This design comes from an exercise in tuning for small area on the open sky130 flow, not from production work. Only simulation tests tie the RTL to the original design; equivalence was not proved.

// luma_invert_via_yuv
module luma_invert_via_yuv (
    input  wire logic       i_clk,
    input  wire logic       i_rst_n,
    input  wire logic       start,
    output logic            busy,
    input  wire logic [7:0] i_red_in,
    input  wire logic [7:0] i_green_in,
    input  wire logic [7:0] i_blue_in,
    input  wire logic [7:0] i_alpha_in,
    input  wire logic       i_last_in,
    output logic            o_valid,
    output logic [7:0]      o_red_out,
    output logic [7:0]      o_green_out,
    output logic [7:0]      o_blue_out,
    output logic [7:0]      o_alpha_out,
    output logic            o_last_out
);
clock: 5.5 ns
lec_check: 0
abc_area: 0
cap_margin: 20
core_margin: 2
core_utilization: 40
slew_margin: 20
synth_hierarchical: 1
synth_minimum_keep_size: 0
standard.sh (not shown) runs the stock make flow with config.mk's settings and CLKGATE_MAP_FILE= SYNTH_SCRIPT=/design/flow/synth_recipe.tcl, a recipe that flattens the netlist after the stock synthesis.
==> flow/flow/run.sh <==
#!/bin/bash
# Standard layout, with the smallest buffer cell for the port buffers and a
# clock tree of smaller buffers without dummy loads.
export BUFFER_PORTS_ARGS="-buffer_cell sky130_fd_sc_hd__buf_1"
export CTS_ARGS="-sink_clustering_enable -repair_clock_nets -dont_use_dummy_load -buf_list sky130_fd_sc_hd__clkbuf_8 -sink_clustering_size 20"
bash standard.sh > standard.log 2>&1
Next try:
==> flow/flow/run.sh (replaced) <==
#!/bin/bash
# Standard layout, with the smallest buffer cell for the port buffers and a
# clock tree of smaller buffers without dummy loads.
export BUFFER_PORTS_ARGS="-buffer_cell sky130_fd_sc_hd__buf_1"
export CTS_ARGS="-sink_clustering_enable -repair_clock_nets -dont_use_dummy_load -buf_list sky130_fd_sc_hd__clkbuf_8 -sink_clustering_size 12"
bash standard.sh > standard.log 2>&1
- GPL_TIMING_DRIVEN: unset -> 0
Global-route usage drops by 1.0 points.
Non-clock buffer count went up by 4.
Fmax stays flat.
Synthesized area is unchanged.
Sequential share of layout area rose by 0.19 points.
Die area does not change.
Count of clock-buffer cells in the layout is unchanged.

========
== main ==
luma_invert_via_yuv, a different RTL version from the one above (not shown whole).
Size in the first run: about 970 cells after synthesis, about 71 I/O pins.
clock: 5.5 ns
lec_check: 0
abc_area: 0
cap_margin: 20
core_margin: 2
core_utilization: 40
slew_margin: 20
synth_hierarchical: 1
synth_minimum_keep_size: 0
==> flow/flow/run.sh <==
#!/bin/bash
# Standard layout, with the smallest buffer cell for the port buffers and a
# clock tree of smaller buffers without dummy loads.
export BUFFER_PORTS_ARGS="-buffer_cell sky130_fd_sc_hd__buf_1"
export CTS_ARGS="-sink_clustering_enable -repair_clock_nets -dont_use_dummy_load -buf_list sky130_fd_sc_hd__clkbuf_8 -sink_clustering_size 12"
bash standard.sh > standard.log 2>&1
The final layout from main, which completed every stage, passed the timing, design-rule and antenna checks at the end of the flow.
#### Input delta (the feature branch over main)
-- flow/config.mk --
<<< main, line 8
export ABC_AREA = 0
export CAP_MARGIN = 20
export CORE_MARGIN = 2
export CORE_UTILIZATION = 40
export SLEW_MARGIN = 20
export SYNTH_HIERARCHICAL = 1
>>> the feature branch, line 8
export ABC_AREA = 0
export CAP_MARGIN = 5
export CORE_MARGIN = 2
export CORE_UTILIZATION = 60
export SLEW_MARGIN = 5
export SYNTH_HIERARCHICAL = 1
--- outcome ---
- Going from main to the feature branch, area growth from synthesis to final layout shrinks by 1.5 points.
- The higher stage delay of the slowest cell on the critical path came out of main.
- Total routing usage reported by global routing | the feature branch above main
- Against main, the feature branch reports a final worst-path setup slack that is higher.
- [the feature branch] wire length of the first global-routing pass fell 2.6% relative to main
- The met3 wire length in the feature branch sits 540 um below the value recorded for main.
- The feature branch reports a higher fraction of standard cell area in multi-input logic than main does.

========
== alpha ==
RTL: one of the versions met above, not the one the previous note started from.
Size in the first run: ~940 cells after synthesis, about 71 I/O pins.
clock: 5.5 ns
lec_check: 0
abc_area: 0
cap_margin: 20
core_margin: 2
core_utilization: 40
slew_margin: 20
synth_hierarchical: 1
synth_minimum_keep_size: 0
Scripts as last shown in full above: flow/flow/run.sh
alpha ran to completion and came out clean on the timing, design-rule and antenna checks.
Here is what was changed in the inputs of beta compared with alpha.
--- a/flow/flow/run.sh
+++ b/flow/flow/run.sh
@@ -5 +5 @@
-export CTS_ARGS="-sink_clustering_enable -repair_clock_nets -dont_use_dummy_load -buf_list sky130_fd_sc_hd__clkbuf_8 -sink_clustering_size 12"
+export CTS_ARGS="-sink_clustering_enable -repair_clock_nets -dont_use_dummy_load -buf_list sky130_fd_sc_hd__clkbuf_8 -sink_clustering_size 16 -sink_clustering_max_diameter 60"
### Flow results
Delta (beta minus alpha): number of ordinary and repair buffers in the finished layout held steady, port buffer count held steady. Cell count: beta vs alpha identical. Re total length of routed met2 wires: no difference whatsoever between alpha and beta. Area added between synthesis and finish came out exactly the same in alpha and beta.

========
Starting RTL as in the previous note.
==> flow/config.mk <==
export PLATFORM = sky130hd
export DESIGN_NAME = luma_invert_via_yuv
export DESIGN_NICKNAME = luma_invert_via_yuv
export VERILOG_FILES = /design/flow/design.v
export SDC_FILE = /design/flow/constraint.sdc
export NUM_CORES = 4
export LEC_CHECK = 0
export ABC_AREA = 0
export CAP_MARGIN = 20
export CORE_MARGIN = 2
export CORE_UTILIZATION = 40
export SLEW_MARGIN = 20
export SYNTH_HIERARCHICAL = 1
export SYNTH_MINIMUM_KEEP_SIZE = 0
==> flow/constraint.sdc <==
create_clock -name core_clock -period 5.5 [get_ports {i_clk}]
set_input_delay 1.1000 -clock core_clock [delete_from_list [all_inputs] [get_ports {i_clk}]]
set_output_delay 1.1000 -clock core_clock [all_outputs]
set_load 0.01 [all_outputs]
==> flow/flow/run.sh <==
#!/bin/bash
# Standard layout, with the smallest buffer cell for the port buffers and a
# clock tree of smaller buffers without dummy loads.
export BUFFER_PORTS_ARGS="-buffer_cell sky130_fd_sc_hd__buf_1"
export CTS_ARGS="-sink_clustering_enable -repair_clock_nets -dont_use_dummy_load -buf_list sky130_fd_sc_hd__clkbuf_8 -sink_clustering_size 30 -sink_clustering_max_diameter 200 -sink_clustering_levels 3"
bash standard.sh > standard.log 2>&1
The starting point produced a clean layout.
Change:
==> flow/flow/run.sh (replaced) <==
#!/bin/bash
# Standard layout, with the smallest buffer cell for the port buffers and a
# clock tree of smaller buffers without dummy loads.
export BUFFER_PORTS_ARGS="-buffer_cell sky130_fd_sc_hd__buf_1"
export CTS_ARGS="-sink_clustering_enable -repair_clock_nets -dont_use_dummy_load -buf_list sky130_fd_sc_hd__clkbuf_8 -sink_clustering_size 12"
bash standard.sh > standard.log 2>&1
- CAP_MARGIN: 20 -> 5
- GPL_TIMING_DRIVEN: unset -> 0
- SLEW_MARGIN: 20 -> 5
Effect: The new run went through all stages and came out clean; register-to-register slack gets worse by 160 ps; wire length fell by 7.3%; hold slack gets better by 9.3 ps.

re-timing with driven ports:
The flow's constraints put no driver on any port. The routed layouts listed below were extracted and timed again, unchanged, in two steps. Step 1: set_driving_cell puts a clkbuf_16 on i_clk and a buf_2 on each other input, an assumption about the parent block. Step 2 adds t to the input delays and takes it off the output delays; t is the mean of the earliest and latest rising clock arrival at the registers after step 1. Input paths then give back, and output paths get back, about the clock's delay inside the block. Three values: ideal ports, drivers, drivers and shift; two values: the first two.
run | t (ns) | setup slack, ns | hold WS [ns] | worst setup path after step 2 | cell pins on the clock port's net
the first run of note 1 | 0.479 | 0.232 / 0.188 / 0.393 | 0.312 / 0.312 / 0.312 | register to register | 1
the second run of note 1 | 0.478 | 0.232 / 0.198 / 0.232 | 0.321 / 0.321 / 0.321 | register to register | 1
main | 0.492 | 0.161 / 0.115 / 0.407 | 0.302 / 0.302 / 0.302 | register to register | 1
the feature branch | 0.484 | 0.213 / 0.167 / 0.359 | 0.309 / 0.309 / 0.309 | register to register | 1
alpha | 0.479 | 0.232 / 0.188 / 0.393 | 0.312 / 0.312 / 0.312 | register to register | 1
beta | 0.479 | 0.232 / 0.188 / 0.393 | 0.312 / 0.312 / 0.312 | register to register | 1
the first run of note 4 | 0.479 | 0.232 / 0.188 / 0.393 | 0.312 / 0.312 / 0.312 | register to register | 1
the second run of note 4 | 0.478 | 0.232 / 0.198 / 0.232 | 0.321 / 0.321 / 0.321 | register to register | 1
After both steps every run listed still meets setup and hold.
